From an optimization exercise on the open Yosys and OpenROAD flow, aimed at small area, a short achievable clock period and few clock cycles per item; shortcuts taken in it are not production practice. Function was checked by simulation only, so behaviour that the tests miss may differ from the original. Power is estimated from default activity; no workload was simulated.

`flow/design.v`:
```
package bat_pkg;
   localparam int TABLE_ENTRIES = 16;
   localparam int ADDR_W        = 32;
   localparam int COUNT_OUT_W   = 5;
   localparam int CNT_W         = $clog2(TABLE_ENTRIES + 1);
   typedef enum logic [1:0] {
      OP_CHECK  = 2'd0,
      OP_SET    = 2'd1,
      OP_DELETE = 2'd2,
      OP_CLEAR  = 2'd3
   } op_type;
   localparam logic [1:0] DELTA_SAME = 2'd0;
   localparam logic [1:0] DELTA_INC  = 2'd1;
   localparam logic [1:0] DELTA_DEC  = 2'd2;
   localparam logic [1:0] DELTA_ZERO = 2'd3;
endpackage
module bat_ctrl (
   input  logic        clock,
   input  logic        reset,
   input  logic        req_valid,
   output logic        req_ready,
   output logic        req_fire,
   input  logic        pend_valid,   
   input  logic        res_valid,    
   input  logic        res_success,
   input  logic [bat_pkg::COUNT_OUT_W-1:0] res_count,
   input  logic [1:0]  res_delta,    
   output logic        rsp_valid,
   input  logic        rsp_ready,
   output logic        rsp_success,
   output logic [bat_pkg::COUNT_OUT_W-1:0] rsp_entry_count
);
   localparam int CW = bat_pkg::COUNT_OUT_W;
   localparam int RW = CW + 1;
   localparam int DW = 3;
   logic [3:0]    qv_ff;             
   logic [RW-1:0] h_ff;              
   logic [DW-1:0] d_ff [1:3];        
   logic [RW-1:0] res;
   logic [DW-1:0] res_d;
   logic          pop;
   logic          ready_ff;
   logic [3:0]    qv_sh, qv_push, qv_in;
   logic [DW-1:0] d_sh [1:3];
   logic [RW-1:0] h_next;
   logic [CW-1:0] h_cnt, next_cnt;
   assign res   = {res_success, res_count};
   assign res_d = {res_success, res_delta};
   assign pop   = qv_ff[0] && rsp_ready;
   assign req_ready = ready_ff;
   assign req_fire  = req_valid && ready_ff;
   logic          ov_ff;
   logic [RW-1:0] o_ff;
   assign rsp_valid       = ov_ff;
   assign rsp_success     = o_ff[RW-1];
   assign rsp_entry_count = o_ff[RW-2:0];
   assign h_cnt = h_ff[CW-1:0];
   always_comb begin
      unique case (d_ff[1][1:0])
         bat_pkg::DELTA_SAME: next_cnt = h_cnt;
         bat_pkg::DELTA_INC:  next_cnt = h_cnt + CW'(1);
         bat_pkg::DELTA_DEC:  next_cnt = h_cnt - CW'(1);
         default:             next_cnt = '0;
      endcase
   end
   always_comb begin
      qv_sh   = pop ? {1'b0, qv_ff[3:1]} : qv_ff;
      d_sh[1] = pop ? d_ff[2] : d_ff[1];
      d_sh[2] = pop ? d_ff[3] : d_ff[2];
      d_sh[3] = d_ff[3];
      qv_push = {4{res_valid}} & ~qv_sh & {qv_sh[2:0], 1'b1};
      h_next  = !qv_sh[0] ? res : {d_ff[1][DW-1], next_cnt};
   end
   assign qv_in = qv_sh | qv_push;
   always_ff @(posedge clock) begin
      if (reset) begin
         qv_ff    <= '0;
         ready_ff <= 1'b1;
      end else begin
         qv_ff    <= qv_in;
         ready_ff <= req_fire ? (pend_valid ? !qv_in[1] : !qv_in[2])
                              : (pend_valid ? !qv_in[2] : !qv_in[3]);
      end
   end
   always_ff @(posedge clock) begin
      if (reset) ov_ff <= 1'b0;
      else       ov_ff <= qv_ff[1] || (ov_ff && !rsp_ready) || res_valid;
   end
   always_ff @(posedge clock) begin
      h_ff <= (qv_sh[0] && !pop) ? o_ff : h_next;
      o_ff <= (qv_sh[0] && !pop) ? h_ff : h_next;
      for (int k = 1; k < 4; k++) begin
         d_ff[k] <= qv_sh[k] ? d_sh[k] : res_d;
      end
   end
endmodule
module bat_datapath (
   input  logic                            clock,
   input  logic                            reset,
   input  logic                            req_fire,
   input  logic [1:0]                      req_operation,
   input  logic [bat_pkg::ADDR_W-1:0]      req_address,
   output logic                            pend_valid,
   output logic                            res_valid,
   output logic                            res_success,
   output logic [bat_pkg::COUNT_OUT_W-1:0] res_count,
   output logic [1:0]                      res_delta
);
   localparam int N = bat_pkg::TABLE_ENTRIES;
   logic [bat_pkg::ADDR_W-1:0] addr_ff [N];
   logic [N-1:0]               valid_ff;
   logic [bat_pkg::CNT_W-1:0]  count_ff;
   logic                       v0_ff;
   logic [1:0]                 op0_ff;
   logic [bat_pkg::ADDR_W-1:0] key0_ff;
   logic                       v_ff;
   logic [1:0]                 op_ff;
   logic [bat_pkg::ADDR_W-1:0] key_ff;
   logic [N-1:0]               eq_ff;      
   logic [N-1:0] eq_in;
   logic         fwd;
   logic [N-1:0] match, alloc;
   logic [N-1:0] alloc_ff;     
   logic [N-1:0] alloc_in, alloc_after_claim, alloc_after_delete;
   function automatic logic [N-1:0] lowest_free(input logic [N-1:0] used);
      logic [N-1:0] r;
      logic         found;
      found = 1'b0;
      for (int i = 0; i < N; i++) begin
         r[i]  = !used[i] && !found;
         found = found || !used[i];
      end
      lowest_free = r;
   endfunction
   logic         hit, full, is_chk, is_set, is_del, is_clr, claim, drop;
   logic [N-1:0] valid_in;
   logic [bat_pkg::CNT_W-1:0] count_in;
   always_comb begin
      fwd = (key_ff == key0_ff);
      for (int i = 0; i < N; i++) begin
         eq_in[i] = alloc[i] ? fwd : (addr_ff[i] == key0_ff);
      end
   end
   always_ff @(posedge clock) begin
      if (reset) begin
         v0_ff <= 1'b0;
         v_ff  <= 1'b0;
      end else begin
         v0_ff <= req_fire;
         v_ff  <= v0_ff;
      end
      op0_ff  <= req_operation;
      key0_ff <= req_address;
      op_ff   <= op0_ff;
      key_ff  <= key0_ff;
      eq_ff  <= eq_in;
   end
   always_comb begin
      is_chk = v_ff && (op_ff == bat_pkg::OP_CHECK);
      is_set = v_ff && (op_ff == bat_pkg::OP_SET);
      is_del = v_ff && (op_ff == bat_pkg::OP_DELETE);
      is_clr = v_ff && (op_ff == bat_pkg::OP_CLEAR);
      for (int i = 0; i < N; i++) begin
         match[i] = valid_ff[i] && eq_ff[i];
      end
      hit  = |match;
      full = count_ff[bat_pkg::CNT_W-1];
      alloc = alloc_ff;
      claim = is_set && !hit && !full;
      alloc_after_claim  = lowest_free(valid_ff | alloc_ff);
      alloc_after_delete = lowest_free(valid_ff & ~({N{is_del}} & match));
      if (is_clr)     alloc_in = {{(N-1){1'b0}}, 1'b1};
      else if (claim) alloc_in = alloc_after_claim;
      else            alloc_in = alloc_after_delete;
      drop  = is_del && hit;
      for (int i = 0; i < N; i++) begin
         valid_in[i] = !is_clr && ((valid_ff[i] && !(is_del && match[i])) || (claim && alloc[i]));
      end
      if (is_clr)     count_in = '0;
      else if (claim) count_in = count_ff + bat_pkg::CNT_W'(1);
      else if (drop)  count_in = count_ff - bat_pkg::CNT_W'(1);
      else            count_in = count_ff;
      res_success = hit || is_clr || (is_set && !full);
   end
   assign pend_valid = v0_ff;
   assign res_valid  = v_ff;
   assign res_count = bat_pkg::COUNT_OUT_W'(count_in);
   assign res_delta = is_clr ? bat_pkg::DELTA_ZERO :
                      claim  ? bat_pkg::DELTA_INC  :
                      drop   ? bat_pkg::DELTA_DEC  : bat_pkg::DELTA_SAME;
   always_ff @(posedge clock) begin
      if (reset) begin
         valid_ff <= '0;
         count_ff <= '0;
         alloc_ff <= {{(N-1){1'b0}}, 1'b1};
      end else begin
         valid_ff <= valid_in;
         count_ff <= count_in;
         alloc_ff <= alloc_in;
      end
      for (int i = 0; i < N; i++) begin
         if (alloc[i]) addr_ff[i] <= key_ff;
      end
   end
endmodule
module breakpoint_address_table_unit (
   input  logic                   clock,
   input  logic                   reset,
   input  logic                   req_valid,
   output logic                   req_ready,
   input  logic [1:0]             req_operation,
   input  logic [bat_pkg::ADDR_W-1:0]      req_address,
   output logic                   rsp_valid,
   input  logic                   rsp_ready,
   output logic                   rsp_success,
   output logic [bat_pkg::COUNT_OUT_W-1:0] rsp_entry_count
);
   logic                            req_fire;
   logic                            pend_valid;
   logic                            res_valid;
   logic                            res_success;
   logic [bat_pkg::COUNT_OUT_W-1:0] res_count;
   logic [1:0]                      res_delta;
   bat_ctrl u_ctrl (
      .clock           (clock),
      .reset           (reset),
      .req_valid       (req_valid),
      .req_ready       (req_ready),
      .req_fire        (req_fire),
      .pend_valid      (pend_valid),
      .res_valid       (res_valid),
      .res_success     (res_success),
      .res_count       (res_count),
      .res_delta       (res_delta),
      .rsp_valid       (rsp_valid),
      .rsp_ready       (rsp_ready),
      .rsp_success     (rsp_success),
      .rsp_entry_count (rsp_entry_count)
   );
   bat_datapath u_datapath (
      .clock         (clock),
      .reset         (reset),
      .req_fire      (req_fire),
      .req_operation (req_operation),
      .req_address   (req_address),
      .pend_valid    (pend_valid),
      .res_valid     (res_valid),
      .res_success   (res_success),
      .res_count     (res_count),
      .res_delta     (res_delta)
   );
endmodule
```
`flow/flow/run.sh`:
```
#!/bin/bash
set -euo pipefail
bash standard.sh "BUFFER_PORTS_ARGS=-buffer_cell sky130_fd_sc_hd__buf_2" finish > make_finish.log 2>&1
```
`flow/standard.sh`:
```
#!/bin/bash
# synth_recipe.tcl (not shown) runs the flow's synth.tcl, then flattens the netlist and writes it again
# the make line also repeats each setting of config.mk as NAME=value (left out here)
make -C /OpenROAD-flow-scripts/flow DESIGN_CONFIG=/design/flow/config.mk WORK_HOME=/design/flow/orfs CLKGATE_MAP_FILE= SYNTH_SCRIPT=/design/flow/synth_recipe.tcl "${@:-finish}"
```
`flow/config.mk`:
```
export PLATFORM = sky130hd
export DESIGN_NAME = breakpoint_address_table_unit
export DESIGN_NICKNAME = breakpoint_address_table_unit
export VERILOG_FILES = /design/flow/design.v
export SDC_FILE = /design/flow/constraint.sdc
export NUM_CORES = 4
export LEC_CHECK = 0
export CAP_MARGIN = 20
export CORE_MARGIN = 2
export CORE_UTILIZATION = 65
export CTS_BUF_LIST = sky130_fd_sc_hd__clkbuf_16
export CTS_CLUSTER_DIAMETER = 80
export CTS_CLUSTER_SIZE = 24
export SETUP_SLACK_MARGIN = 3.75
export SLEW_MARGIN = 20
```
`flow/constraint.sdc`:
```
create_clock -name core_clock -period 6.0 [get_ports {clock}]
set_input_delay 1.2000 -clock core_clock [delete_from_list [all_inputs] [get_ports {clock}]]
set_output_delay 1.2000 -clock core_clock [all_outputs]
set_load 0.01 [all_outputs]
```
==> results by group, run 1 <==
Synthesis
  • Top cells by count, synth: edfxtp_1 (521), xnor2_1 (419), dfxtp_1 (141)
  • Top cells by area, synth: edfxtp_1 (59%), xnor2_1 (14%), dfxtp_1 (11%), xor2_1 (4.3%), nand4_1 (2.4%)
  • Netlist Area Pre-Place: approximately 27000 um^2
  • Yosys top cell by area: edfxtp_1
  • Average size of a mapped cell: roughly 15 um^2
  • Post-synth EDFFs: 521
  • Ys async rst share: 0
  • Syn Nets: roughly 1800
  • YS warnings: 5
  • Syn Inst Count: approximately 1800
  • Most common cell in the netlist: edfxtp_1
  • Yosys cell types: 56
  • Post-synth top flop: edfxtp_1
  • Register area share after synthesis: 0.694
  • Synth top area share: 0.588
  • Synth Register Bits: ~660

Run
  • Max-Cap Viols: 0

Worst setup path
  • CP Max Fanout: 2
  • Setup CP Type: reg -> out
  • Slowest cell delay on critical path: 0.34 ns
  • CP cell instances: buf_6
  • Worst path arrival time: between 1 and 1.5 ns
  • CP max stage cell: dfxtp_2
  • Delay-heaviest family, CP: flip-flops
  • Req. time, crit path: 4.80 ns
  • CP Launch Type: register
  • Worst setup EP type: primary output
  • WP buf/inv: 1

Clock tree
  • Hold buffers post-CTS: 0
  • Root Driver: clkbuf_16
  • CTS H-tree depth: 2
  • CTS max path bufs: 3
  • Worst skew pair latency: roughly 0.6 ns
  • Sink Count: 662
  • CTS tree: built
  • Clock-pin slew on the worst setup and hold paths: about 0.09 ns
  • TritonCTS Buffers: 35

Finish
  • Fin nets: between 1500 and 2000
  • Post-layout util: 0.727
  • Share of cells above drive strength 1: 0.146
  • P&R area growth vs syn: 10.9%

Timing
  • Tightest Pin Transition: around 1.1 ns
  • Relative slew slack: 0.267
  • Final Hold Fails: 0
  • Crit path time final: approximately 2.2 ns
  • RSZ-0062 raised after global routing: true
  • Max Clk Rate: 0.447 GHz
  • Final setup viols: 0
  • Period Utilization, post-route: 0.373
  • Pins over their slew limit: 0
  • Setup tns final: 0 ns
  • Min Hold Slack: between 0.3 and 0.4 ns
  • Clock skew: approximately 0.023 ns
  • Post-route setup slack: between 3 and 4 ns

Floorplanning
  • Io pins: 46
  • Initial Utilization: 0.655
  • Die width: 206 um
  • Cell Rows: 74
  • Core area: ~40000 um^2
  • Die area: 42600 um^2
  • Die height: ~210 um

Place
  • I/O Buffers: 45
  • Detailed Place HPWL: 44900 um
  • GPL Wtd Cong: 0.903
  • DP Worst Slack: around 3.3 ns

Route
  • WL/cell: roughly 31 um
  • Vias per cell: roughly 6.4
  • Initial drt markers: around 2200
  • DRC Markers: 0
  • Post-Route WL: between 70000 and 80000 um
  • Final antenna-violating net count: 0
  • Drt first pass iters: 5
  • Via Count: 15818

GRT
  • First-pass GRT wire length: 106000 um
  • Initial antenna violation count: 4
  • Total gr overflow: 0
  • Largest net degree at the start of global routing: 39
  • Total GRT Usage: 0.360
  • Number of global-route vias before repair: between 10000 and 15000

Power and ir drop
  • Pwr Density: roughly 280 nW/um^2
  • VDD IR max: about 0.37 mV
  • Leakage Power: around 9.5 nW
  • Tot Pwr: roughly 8.2 mW

Status
  • Status: finished clean

Min path
  • Hold Path Class: reg -> reg
==> power breakdown <==
group	switching, mW	total [mW]	leakage (nW)	internal [mW]
Sequential	0.0408	5.02	5.94	4.98
Clock	1.48	2.66	0.567	1.18
Combinational	0.358	0.539	3.00	0.181
Total	1.88	8.22	9.51	6.34
==> kinds of logic (layout without fill, tap and decap cells) <==
logic type,after synthesis,in the layout,share of synthesized area
flops,662,662,0.694
compound gates,123,123,0.0320
mux,7,7,0.00277
simple gates,356,356,0.0726
xor+xnor,549,549,0.181
buf+inv,93,214,0.0139
fa+ha+maj,9,9,0.00451
other cells,0,1,0
==> routing by layer <==
layer | track usage | share of wire | vias to the layer above
li1 | - | - | 6702
met1 | 0.505 | 0.39 | 7997
met2 | 0.567 | 0.46 | 928
met3 | 0.0624 | 0.10 | 189
met4 | 0.143 | 0.046 | 2
met5 | 0 | 0.00012 | -
==> state kept, by name, indices dropped and copies added (netlist names), 2 cells and up <==
| name | count |
|---|---|
| u_datapath.addr_ff | 512 |
| u_datapath.key0_ff | 32 |
| u_datapath.key_ff | 32 |
| u_datapath.alloc_ff | 16 |
| u_datapath.eq_ff | 16 |
| u_datapath.valid_ff | 16 |
| u_ctrl.d_ff | 9 |
| u_ctrl.h_ff | 6 |
| u_ctrl.o_ff | 6 |
| u_datapath.count_ff | 5 |
| u_ctrl.qv_ff | 4 |
| u_datapath.op0_ff | 2 |
| u_datapath.op_ff | 2 |
==> layout by cell type, fill, tap and decap left out, types with 10 or more instances in the layout <==
| cell type | Yosys | routed |
|---|---|---|
| buf_6 | 2 | 14 |
| a22o_1 | 11 | 11 |
| dfxtp_4 | 0 | 10 |
| dfxtp_1 | 141 | 102 |
| xnor2_1 | 419 | 417 |
| nor2_1 | 41 | 40 |
| edfxtp_1 | 521 | 521 |
| clkbuf_16 | 0 | 35 |
| nand4_1 | 103 | 103 |
| dfxtp_2 | 0 | 29 |
| o21ai_0 | 14 | 11 |
| nor4_1 | 51 | 33 |
| xor2_1 | 130 | 130 |
| nor4_2 | 0 | 15 |
| a32o_1 | 12 | 12 |
| nand2_1 | 64 | 63 |
| buf_2 | 2 | 38 |
| inv_1 | 12 | 24 |
| nor3_1 | 34 | 31 |
| buf_4 | 1 | 81 |
| a21oi_1 | 37 | 36 |
| nand3_1 | 30 | 28 |
==> area by class of cell <==
cell class / instances / area (um^2)
timing repair buffer: 140 / 1090
tap: 532 / 666
inverter: 12 / 45.0
multi-input combinational: 1044 / 8110
fill: 2597 / 11100
clock buffer: 35 / 876
antenna: 1 / 2.50
clock inverter: 27 / 200
sequential: 662 / 18500
==> path summary, 6_finish.rpt <==
| path | slack, ns | cells past startpoint | startpoint | to |
|---|---|---|---|---|
| worst max-delay path | 3.76 | 1 | u_ctrl.o_ff[0]$_DFF_P_ | rsp_entry_count[0] |
| worst min-delay path | 0.34 | 0 | u_datapath.op0_ff[1]$_DFF_P_ | u_datapath.op_ff[1]$_DFF_P_ |
| worst max register to register | 3.77 | 7 | u_datapath.eq_ff[0]$_DFF_P_ | u_datapath.alloc_ff[15]$_SDFF_PP0_ |
| worst min register to register | 0.34 | 0 | u_datapath.op0_ff[1]$_DFF_P_ | u_datapath.op_ff[1]$_DFF_P_ |
==> what timing repair did <==
item | 4_1_cts | 5_1_grt
pin swaps | 3 | 6
gates resized for setup | 61 | 42
gates cloned | 1 | 0
setup buffers | 10 | 13
endpoints found under the setup margin | 57 | 51
==> stage by stage <==
| stage | instances | area, um^2 |
|---|---|---|
| 6_report | 2453 | 29500 |
| 2_1_floorplan | 1799 | 26700 |
| 5_1_grt | 2452 | 29500 |
| 4_1_cts | 2439 | 29200 |
| 3_3_place_gp | 2366 | 27800 |
| 3_5_place_dp | 2366 | 27800 |
Testbench counts, summed over its fixed seeds: cycles 6,012, items 6,000.
==> run 2, diff against run 1 <==
--- a/flow/config.mk
+++ b/flow/config.mk
@@ -9,7 +9,7 @@
 export CORE_MARGIN = 2
 export CORE_UTILIZATION = 65
 export CTS_BUF_LIST = sky130_fd_sc_hd__clkbuf_16
-export CTS_CLUSTER_DIAMETER = 80
-export CTS_CLUSTER_SIZE = 24
+export CTS_CLUSTER_DIAMETER = 90
+export CTS_CLUSTER_SIZE = 27
 export SETUP_SLACK_MARGIN = 3.75
 export SLEW_MARGIN = 20
==> run 2 against run 1 <==
Compared with the run above: design area decreased by 1.1%; synthesized cell count unchanged; clock power decreased by 12%; global-route usage decreased by 0.36 points; flip-flop and latch count unchanged; die area unchanged; hold slack improved by 0.0043 ns; register-to-register slack got worse by 0.05 ns; first-iteration DRC count increased by 6.4%.
==> results by group, run 2 <==
Route
  • Final antenna-violating net count: 0
  • WL/cell: 31.0 um
  • Initial drt markers: ~2300
  • Post-Route WL: approximately 76000 um
  • Via Count: 15698
  • Drt first pass iters: 6
  • DRC Markers: 0
  • Vias per cell: about 6.4

Timing
  • Min Hold Slack: ~0.35 ns
  • Final setup viols: 0
  • Clock skew: approximately 0.024 ns
  • Pins over their slew limit: 0
  • Max Clk Rate: 0.439 GHz
  • Setup tns final: 0 ns
  • Period Utilization, post-route: 0.379
  • Relative slew slack: 0.265
  • RSZ-0062 raised after global routing: true
  • Post-route setup slack: 3.72 ns
  • Final Hold Fails: 0
  • Crit path time final: roughly 2.3 ns
  • Tightest Pin Transition: approximately 1.1 ns

Status
  • Status: finished clean

Worst setup path
  • Setup CP Type: reg -> reg
  • Delay-heaviest family, CP: simple AND/OR/NAND/NOR gates
  • Worst setup EP type: register
  • CP Max Fanout: 5
  • CP Launch Type: register
  • Worst path arrival time: 2.79 ns
  • WP buf/inv: 0
  • CP cell instances: nor4_2 > a31oi_1 > nor4b_2 > o21a_1 > and3b_2 > o2111ai_1 > o31ai_1
  • CP max stage cell: dfxtp_1
  • Slowest cell delay on critical path: about 0.40 ns
  • Req. time, crit path: ~6.5 ns

Clock tree
  • CTS max path bufs: 3
  • Worst skew pair latency: 0.63 ns
  • Sink Count: 662
  • Root Driver: clkbuf_16
  • Clock-pin slew on the worst setup and hold paths: approximately 0.10 ns
  • CTS tree: built
  • CTS H-tree depth: 1
  • Hold buffers post-CTS: 0
  • TritonCTS Buffers: 29

Power and ir drop
  • Tot Pwr: 7.91 mW
  • VDD IR max: approximately 0.35 mV
  • Pwr Density: 271 nW/um^2
  • Leakage Power: ~9.4 nW

Floorplanning
  • Io pins: 46
  • Initial Utilization: 0.655
  • Die area: 42600 um^2
  • Die width: between 200 and 250 um
  • Cell Rows: between 70 and 80
  • Die height: 206 um
  • Core area: ~41000 um^2

Place
  • I/O Buffers: 45
  • Detailed Place HPWL: roughly 45000 um
  • GPL Wtd Cong: 0.903
  • Cell Area, Placed: about 28000 um^2
  • Placed cells: about 2400
  • DP Worst Slack: roughly 3.3 ns

Synthesis
  • Post-synth EDFFs: around 520
  • Syn Inst Count: 1799
  • Post-synthesis mux area share: 0.00277
  • Register area share after synthesis: 0.694
  • Post-synthesis adder-cell area fraction: 0.00451
  • Compound-Gate Fraction of Synth Area: 0.0320
  • Netlist Area Pre-Place: around 27000 um^2
  • Yosys cell types: 56
  • Syn Nets: 1846
  • Average size of a mapped cell: between 10 and 15 um^2
  • Top cells by area, synth: edfxtp_1 (59%), xnor2_1 (14%), dfxtp_1 (11%), xor2_1 (4.3%), nand4_1 (2.4%)
  • Largest family of logic cells by synthesized area: XOR/XNOR gates
  • Post-Synth Simple-Gate Area: 0.0726
  • Post-synth top flop: edfxtp_1
  • YS warnings: 5
  • Ys async rst share: 0
  • Most common cell in the netlist: edfxtp_1
  • Top cells by count, synth: edfxtp_1 (521), xnor2_1 (419), dfxtp_1 (141)
  • Yosys top cell by area: edfxtp_1
  • Synth Area in XOR/XNOR: 0.181
  • Synth top area share: 0.588
  • Synth Register Bits: 662

Finish
  • Max reg flops: 512
  • Commonest non-fill, non-tap cells in the layout: edfxtp_1 (521), xnor2_1 (417), xor2_1 (130)
  • Fill count: between 2000 and 3000
  • Register name with the most flops: u_datapath.addr_ff
  • Fin nets: between 1500 and 2000
  • P&R area growth vs syn: 9.74%
  • Largest registers: u_datapath.addr_ff: 512 flops, u_datapath.key0_ff: 32 flops, u_datapath.key_ff: 32 flops
  • Share of cells above drive strength 1: 0.134
  • Post-layout util: 0.719
  • Final std cells w/o fill: 2438
  • Post-Layout Inst Area: 29200 um^2
  • Most common cell after layout, fill and taps aside: edfxtp_1

Run
  • Max-Cap Viols: 0

GRT
  • Number of global-route vias before repair: between 10000 and 15000
  • Initial antenna violation count: 4
  • Total gr overflow: 0
  • Total GRT Usage: 0.357
  • Largest net degree at the start of global routing: 39
  • First-pass GRT wire length: 105000 um

Min path
  • Hold Path Class: reg -> reg
run 2: cell counts after synthesis:
Identical to the previous run, type by type.
run 2: cell families after synthesis:
group,Yosys count
buffers and inverters,93
XOR/XNOR,549
flip-flops,662
AND/OR/NAND/NOR,356
multiplexers,7
AO/OA/AOI/OAI,123
adder cells (fa/ha/maj),9
run 2: repair_timing:
| action | in CTS | in global routing |
|---|---|---|
| pin swaps | 4 | 9 |
| setup buffers | 9 | 7 |
| hold endpoints to repair | 0 | 0 |
| gates cloned | 1 | 0 |
| resized for setup | 55 | 38 |
| endpoints found under the setup margin | 57 | 51 |
run 2: power breakdown:
group / switching (mW) / total [mW] / internal [mW]
registers: 0.0407 / 5.02 / 4.98
clock network: 1.40 / 2.35 / 0.953
logic: 0.356 / 0.537 / 0.182
total: 1.80 / 7.91 / 6.11
run 2: per-layer routing:
metal / wire, um / global-route usage / vias to the layer above / share of wire
met4: 2910 / 0.122 / 0 / 0.038
met2: 35500 / 0.566 / 915 / 0.47
met3: 7950 / 0.0582 / 149 / 0.11
met1: 29200 / 0.506 / 7958 / 0.39
met5: 0 / 0 / - / 0
li1: - / - / 6676 / -
run 2: worst paths after layout:
path | from | to | slack [ns] | cells after the start
max reg2reg | u_datapath.eq_ff[0]$_DFF_P_ | u_datapath.alloc_ff[15]$_SDFF_PP0_ | 3.72 | 7
min reg2reg | u_datapath.op0_ff[1]$_DFF_P_ | u_datapath.op_ff[1]$_DFF_P_ | 0.35 | 0
min | u_datapath.op0_ff[1]$_DFF_P_ | u_datapath.op_ff[1]$_DFF_P_ | 0.35 | 0
max | u_datapath.eq_ff[0]$_DFF_P_ | u_datapath.alloc_ff[15]$_SDFF_PP0_ | 3.72 | 7
run 2: cell type report:
cell class | count | area, um^2 | share of cell area
multi-input combinational | 1044 | 8040 | 0.275
antenna | 1 | 2.50 | 0.0000856
clock inverter | 23 | 111 | 0.00381
clock buffer | 31 | 776 | 0.0265
sequential | 662 | 18500 | 0.635
inverter | 12 | 45.0 | 0.00154
timing repair buffer | 133 | 1030 | 0.0354
tap | 532 | 666 | 0.0228
==> run 3, diff against run 2 <==
--- a/flow/config.mk
+++ b/flow/config.mk
@@ -9,7 +9,7 @@
 export CORE_MARGIN = 2
 export CORE_UTILIZATION = 65
 export CTS_BUF_LIST = sky130_fd_sc_hd__clkbuf_16
-export CTS_CLUSTER_DIAMETER = 90
-export CTS_CLUSTER_SIZE = 27
+export CTS_CLUSTER_DIAMETER = 100
+export CTS_CLUSTER_SIZE = 30
 export SETUP_SLACK_MARGIN = 3.75
 export SLEW_MARGIN = 20
==> run 3 against run 2 <==
Compared with the run above: still clean on timing, DRC and antenna; sequential share of layout area up 0.10 points; maximum frequency up 0.22%; utilization down 0.13 points; highest routed layer is now met5; critical path type is now reg -> out.
==> results by group, run 3 <==
Power and ir drop
  • Tot Pwr: just under 8 mW
  • VDD IR max: between 0.3 and 0.4 mV
  • Leakage Power: just over 9 nW
  • Sequential power share: 0.648
  • Clock network power share: 0.282
  • Switch Pwr: ~1.8 mW
  • Pwr Density: around 270 nW/um^2
  • Comb power frac: 0.069
  • Switching share of power: 0.228
  • Cell internal pwr: 5.97 mW

Clock tree
  • CTS H-tree depth: 1
  • CTS max path bufs: 3
  • Hold buffers post-CTS: 0
  • TritonCTS Buffers: 26
  • Sink Count: 662
  • Root Driver: clkbuf_16
  • CTS tree: built
  • Clock-pin slew on the worst setup and hold paths: approximately 0.11 ns
  • Worst skew pair latency: ~0.63 ns

Synthesis
  • Ys async rst share: 0
  • Yosys top cell by area: edfxtp_1
  • Top cells by area, synth: edfxtp_1 (59%), xnor2_1 (14%), dfxtp_1 (11%), xor2_1 (4.3%), nand4_1 (2.4%)
  • Average size of a mapped cell: 14.8 um^2
  • Syn Inst Count: between 1500 and 2000
  • Netlist Area Pre-Place: 26600 um^2
  • YS warnings: 5
  • Syn Nets: about 1800
  • Synth Register Bits: 662
  • Post-synth top flop: edfxtp_1
  • Synth top area share: 0.588
  • Post-synth EDFFs: around 520
  • Yosys cell types: 56
  • Top cells by count, synth: edfxtp_1 (521), xnor2_1 (419), dfxtp_1 (141)
  • Register area share after synthesis: 0.694
  • Most common cell in the netlist: edfxtp_1

Finish
  • Largest registers: u_datapath.addr_ff: 512 flops, u_datapath.key0_ff: 32 flops, u_datapath.key_ff: 32 flops
  • Post-layout util: 0.718
  • Post-Layout Inst Area: between 20000 and 30000 um^2
  • Register name with the most flops: u_datapath.addr_ff
  • Most common cell after layout, fill and taps aside: edfxtp_1
  • Max reg flops: approximately 500
  • P&R area growth vs syn: 9.54%
  • Final std cells w/o fill: about 2400
  • Share of cells above drive strength 1: 0.131
  • Fill count: around 2600
  • Multi-input combinational cell area: roughly 8000 um^2
  • Fin nets: a little under 2000
  • Commonest non-fill, non-tap cells in the layout: edfxtp_1 (521), xnor2_1 (417), xor2_1 (130)
  • Register area: ~19000 um^2

Route
  • Vias per cell: 6.43
  • Initial drt markers: 2242
  • WL/cell: a little over 30 um
  • DRC Markers: 0
  • Drt first pass iters: 8
  • Final antenna-violating net count: 0
  • Post-Route WL: approximately 75000 um
  • Via Count: ~16000

Worst setup path
  • CP Max Fanout: 2
  • Worst path arrival time: between 1 and 1.5 ns
  • CP cell instances: buf_6
  • Setup CP Type: reg -> out
  • R2r setup slk: roughly 3.8 ns
  • WP buf/inv: 1
  • Worst R2R Start: u_datapath.key0_ff[13]$_DFF_P_
  • End of the worst register-to-register path: u_datapath.eq_ff[0]$_DFF_P_
  • Slowest cell delay on critical path: between 0.3 and 0.4 ns
  • Delay-heaviest family, CP: flip-flops
  • Worst Reg2Reg Path Length in Cells: 6
  • CP max stage cell: dfxtp_2
  • Worst setup EP type: primary output
  • Req. time, crit path: between 4 and 5 ns
  • CP Launch Type: register

Min path
  • Hold Path Class: reg -> reg
  • Hold Crit Endpoint: u_datapath.op_ff[1]$_DFF_P_
  • Hold path depth: 0
  • Hold_sp: u_datapath.op0_ff[1]$_DFF_P_

Timing
  • Tightest Pin Transition: 1.12 ns
  • Relative slew slack: 0.250
  • RSZ-0062 raised after global routing: true
  • Setup tns final: 0 ns
  • Crit path time final: around 2.3 ns
  • Period Utilization, post-route: 0.379
  • Max Clk Rate: approximately 0.44 GHz
  • Final setup viols: 0
  • Final Hold Fails: 0
  • Clock skew: around 0.033 ns
  • Pins over their slew limit: 0
  • Min Hold Slack: approximately 0.35 ns
  • Post-route setup slack: between 3 and 4 ns

Floorplanning
  • Initial Utilization: 0.655
  • Io pins: 46
  • Die width: 206 um
  • Die height: approximately 210 um
  • Core area: around 41000 um^2
  • Die area: ~43000 um^2
  • Cell Rows: 74

GRT
  • Total gr overflow: 0
  • Largest net degree at the start of global routing: 39
  • Total GRT Usage: 0.356
  • Number of global-route vias before repair: around 15000
  • First-pass GRT wire length: 105000 um
  • Initial antenna violation count: 3

Place
  • GPL Wtd Cong: between 0.9 and 1
  • Placed cells: 2366
  • DP Worst Slack: around 3.3 ns
  • Cell Area, Placed: 27800 um^2
  • Detailed Place HPWL: between 40000 and 50000 um
  • I/O Buffers: between 40 and 50

Run
  • Max-Cap Viols: 0

Status
  • Status: finished clean
==> run 3: cell counts after synthesis <==
Identical to the previous run, type by type.
==> run 3: how the worst max path moves through the flow <==
stage	startpoint	endpoint	slack [ns]	cells after the start
global route	u_ctrl.o_ff[4]$_DFF_P_	rsp_entry_count[4]	3.70	1
floorplan	reset	u_datapath.alloc_ff[15]$_SDFF_PP0_	3.73	6
finish	u_ctrl.o_ff[0]$_DFF_P_	rsp_entry_count[0]	3.73	1
CTS	u_datapath.alloc_ff[2]$_SDFF_PP0_	u_datapath.alloc_ff[14]$_SDFF_PP0_	3.70	6
detailed placement	u_datapath.alloc_ff[0]$_SDFF_PP1_	u_datapath.alloc_ff[14]$_SDFF_PP0_	3.27	6
global placement	u_datapath.valid_ff[10]$_SDFF_PP0_	u_datapath.alloc_ff[14]$_SDFF_PP0_	3.31	7
==> run 3: area by class of cell <==
type | instances | share of cell area
timing repair buffer | 137 | 0.0371
inverter | 12 | 0.00154
clock buffer | 26 | 0.0223
tap | 532 | 0.0228
antenna | 1 | 0.0000858
sequential | 662 | 0.636
multi-input combinational | 1044 | 0.276
clock inverter | 22 | 0.00429
==> run 3: logic make-up after synthesis <==
logic type      after synthesis  synth area share
buf+inv                      93            0.0139
flops                       662             0.694
compound gates              123            0.0320
xor+xnor                    549             0.181
mux                           7           0.00277
fa+ha+maj                     9           0.00451
simple gates                356            0.0726
==> run 3: what timing repair did <==
item | in CTS | in global routing
pin swaps | 3 | 5
gates cloned | 1 | 0
setup buffers | 11 | 9
resized for setup | 58 | 39
setup endpoints to repair | 57 | 55
==> run 3: power by group through the flow <==
stage	registers, mW	clock network, mW	logic, mW
2_1_floorplan	5.13	0	0.277
3_3_place_gp	5.12	0	0.505
3_5_place_dp	5.13	0	0.512
4_1_cts	5.02	2.19	0.524
5_1_grt	5.02	2.32	0.559
6_report	5.02	2.18	0.537
==> run 3: worst register-to-register path: stages, from the launching register on <==
cell and delay, ns:
dfxtp_1 0.32, buf_4 0.40, xor2_1 0.16, nor4_1 0.47, nand4_1 0.26, nor4_2 0.37
a22o_1 0.18
==> run 3: layer usage <==
metal	up-vias	routed length (um)	track usage
met5	-	12	0
met4	2	2910	0.123
met3	155	7720	0.0531
met2	858	35600	0.568
met1	7984	29100	0.504
li1	6672	-	-
==> run 4, diff against run 3 <==
--- a/flow/config.mk
+++ b/flow/config.mk
@@ -11,5 +11,5 @@
 export CTS_BUF_LIST = sky130_fd_sc_hd__clkbuf_16
 export CTS_CLUSTER_DIAMETER = 100
 export CTS_CLUSTER_SIZE = 30
-export SETUP_SLACK_MARGIN = 3.75
+export SETUP_SLACK_MARGIN = 3.7
 export SLEW_MARGIN = 20
==> run 4 against run 3 <==
Compared with the run above: largest power group unchanged; maximum frequency is 2.1% lower; via count up 0.50%; hold slack better by 0.0028 ns; non-clock buffer count unchanged; routed wire length shrank 0.34%; global-route usage up 0.12 points; synthesized cell count stayed put; critical endpoint is now u_datapath.eq_ff[8]$_DFF_P_; design area decreased by 0.65%.
==> results by group, run 4 <==
Status
  • Status: finished clean

Route
  • Final antenna-violating net count: 0
  • Drt first pass iters: 5
  • Initial drt markers: 2237
  • WL/cell: 30.8 um
  • Vias per cell: roughly 6.5
  • Via Count: roughly 16000
  • DRC Markers: 0
  • Post-Route WL: about 75000 um

Min path
  • Hold Crit Endpoint: u_datapath.op_ff[0]$_DFF_P_
  • Hold Path Class: reg -> reg
  • Hold path depth: 0
  • Hold_sp: u_datapath.op0_ff[0]$_DFF_P_

Synthesis
  • Ys async rst share: 0
  • Netlist Area Pre-Place: approximately 27000 um^2
  • Post-synth EDFFs: around 520
  • Synth Register Bits: roughly 660
  • Yosys top cell by area: edfxtp_1
  • Register area share after synthesis: 0.694
  • Most common cell in the netlist: edfxtp_1
  • YS warnings: 5
  • Top cells by area, synth: edfxtp_1 (59%), xnor2_1 (14%), dfxtp_1 (11%), xor2_1 (4.3%), nand4_1 (2.4%)
  • Yosys cell types: 56
  • Synth top area share: 0.588
  • Post-synth top flop: edfxtp_1
  • Syn Inst Count: roughly 1800
  • Average size of a mapped cell: about 15 um^2
  • Syn Nets: about 1800
  • Top cells by count, synth: edfxtp_1 (521), xnor2_1 (419), dfxtp_1 (141)

Clock tree
  • Worst skew pair latency: roughly 0.62 ns
  • Root Driver: clkbuf_16
  • CTS tree: built
  • Clock-pin slew on the worst setup and hold paths: roughly 0.12 ns
  • CTS max path bufs: 3
  • TritonCTS Buffers: 26
  • Sink Count: 662
  • CTS H-tree depth: 1

Finish
  • P&R area growth vs syn: 8.83%
  • Largest registers: u_datapath.addr_ff: 512 flops, u_datapath.key0_ff: 32 flops, u_datapath.key_ff: 32 flops
  • Register name with the most flops: u_datapath.addr_ff
  • Fin nets: 1930
  • Commonest non-fill, non-tap cells in the layout: edfxtp_1 (521), xnor2_1 (419), xor2_1 (130)
  • Share of cells above drive strength 1: 0.125
  • Max reg flops: about 510
  • Most common cell after layout, fill and taps aside: edfxtp_1
  • Number of diodes: 0

Place
  • Detailed Place HPWL: between 40000 and 50000 um
  • GPL Wtd Cong: 0.845
  • I/O Buffers: 45

Worst setup path
  • Req. time, crit path: 6.56 ns
  • Worst Reg2Reg Path Length in Cells: 5
  • Worst R2R Start: u_datapath.key0_ff[29]$_DFF_P_
  • Setup CP Type: reg -> reg
  • CP max stage cell: nor4_1
  • CP Max Fanout: 18
  • Crit path from: u_datapath.key0_ff[29]$_DFF_P_
  • Worst setup EP type: register
  • CP Launch Type: register
  • CP cell instances: buf_4 > xnor2_1 > nand4_1 > nor4_1 > a32o_1
  • Slowest cell delay on critical path: ~0.87 ns
  • Worst path arrival time: roughly 2.9 ns
  • End of the worst register-to-register path: u_datapath.eq_ff[8]$_DFF_P_
  • R2r setup slk: 3.68 ns

Power and ir drop
  • Pwr Density: between 200 and 300 nW/um^2
  • Leakage Power: around 9.3 nW
  • VDD IR max: roughly 0.3 mV
  • Tot Pwr: about 7.7 mW

Floorplanning
  • Cell Rows: between 70 and 80
  • Initial Utilization: 0.655
  • Die height: ~210 um
  • Die area: between 40000 and 50000 um^2
  • Core area: around 41000 um^2
  • Die width: approximately 210 um
  • Io pins: 46

Timing
  • Period Utilization, post-route: 0.387
  • Pins over their slew limit: 0
  • RSZ-0062 raised after global routing: true
  • Clock skew: ~0.04 ns
  • Setup tns final: 0 ns
  • Tightest Pin Transition: 1.12 ns
  • Crit path time final: around 2.3 ns
  • Max Clk Rate: roughly 0.43 GHz
  • Final setup viols: 0
  • Relative slew slack: 0.253
  • Final Hold Fails: 0

Run
  • Max-Cap Viols: 0

GRT
  • First-pass GRT wire length: between 100000 and 150000 um
  • Number of global-route vias before repair: ~15000
  • Initial antenna violation count: 3
  • Total gr overflow: 0
  • Total GRT Usage: 0.357
  • Largest net degree at the start of global routing: 39
## run 4: through the flow
stage,cell area [um^2],setup slack [ns],util,hold WS (ns),instances
after floorplan,26700,3.67,-,0.310,1799
after global placement,27800,3.30,0.684,0.348,2372
after detailed placement,27800,3.22,0.684,0.328,2372
after CTS,28800,3.67,0.707,0.357,2428
after global routing,29000,3.68,0.713,0.356,2435
final,29000,3.68,0.713,0.354,2435
## run 4: repair_timing
action	CTS	global route
hold buffers	0	0
setup endpoints to repair	49	49
buffers inserted	7	7
gates resized for setup	36	43
pin swaps	3	11
gates cloned	1	0
## run 4: how the worst max path moves through the flow
stage / endpoint / slack (ns) / depth (start not counted)
after floorplan: u_ctrl.d_ff[2][1]$_DFFE_PP_ / 3.67 / 4
after global placement: u_ctrl.d_ff[2][1]$_DFFE_PP_ / 3.30 / 5
after detailed placement: u_ctrl.d_ff[2][1]$_DFFE_PP_ / 3.22 / 5
after CTS: u_ctrl.h_ff[2]$_DFF_P_ / 3.67 / 9
after global routing: u_ctrl.h_ff[2]$_DFF_P_ / 3.68 / 9
final: u_datapath.eq_ff[8]$_DFF_P_ / 3.68 / 5
## run 4: metal layers
| layer | GRT usage | part of all wire | vias to the layer above |
|---|---|---|---|
| met4 | 0.121 | 0.045 | 2 |
| met5 | 0 | 0.00012 | - |
| met3 | 0.0484 | 0.10 | 164 |
| li1 | - | - | 6674 |
| met1 | 0.504 | 0.38 | 7966 |
| met2 | 0.577 | 0.47 | 943 |
## run 4: logic make-up after synthesis
group,Yosys count,share of synthesized area
DFF,662,0.694
xor gates and xnor gates,549,0.181
and+or+nand+nor,356,0.0726
AOI/OAI and AO/OA,123,0.0320
buffers and inverters,93,0.0139
adders and majority gates,9,0.00451
muxes,7,0.00277
## run 4: final cells by class
cell class | instances | area [um^2]
Inverter | 12 | 45.0
Multi-Input combinational cell | 1044 | 7960
Tap cell | 532 | 666
Timing Repair Buffer | 137 | 1010
Fill cell | 2767 | 11700
Clock buffer | 26 | 651
Clock inverter | 22 | 121
Sequential cell | 662 | 18500
## run 4: where the power goes
part	switching, mW	internal (mW)	leakage [nW]	total, mW
sequential	0.0352	4.98	5.94	5.01
combinational	0.358	0.178	2.91	0.536
clock	1.37	0.815	0.445	2.18
## run 4: critical path: cells and delay by family, from the launching register on
| kind | cells | cell delay [ns] |
|---|---|---|
| XOR/XNOR | 1 | 0.18 |
| AND/OR/NAND/NOR | 2 | 1.00 |
| flip-flops | 1 | 0.32 |
| buffers and inverters | 1 | 0.42 |
| AO/OA/AOI/OAI | 1 | 0.33 |

separate check: timing with driven ports:
The results above use ideal ports. As a check the final layouts listed here were re-extracted and re-timed, cells and wires unchanged. Step 1 assumes that a clkbuf_16 drives the clock port and a buf_2 every other input. Step 2 moves the port delays by t, midway between the first and last clock arrival at a register: inputs arrive t later, outputs are due t later. That takes back most of the time a late clock gives input paths. Slacks: ideal ports / drivers / drivers and shift; pairs: ideal ports / drivers.
run	t, ns	setup WS [ns]	worst hold slack (ns)
run 1	0.643	3.765 / 3.707 / 3.284	0.344 / 0.344 / 0.344
run 2	0.674	3.723 / 3.669 / 3.280	0.348 / 0.348 / 0.348
run 3	0.662	3.728 / 3.673 / 3.271	0.351 / 0.351 / 0.351
run 4	0.657	3.679 / 3.665 / 3.223	0.354 / 0.354 / 0.354
After both steps setup and hold are still met in every run listed. The setup slack of run 1, which loses most, moves by -0.058 ns with the drivers and by -0.481 ns with both steps.
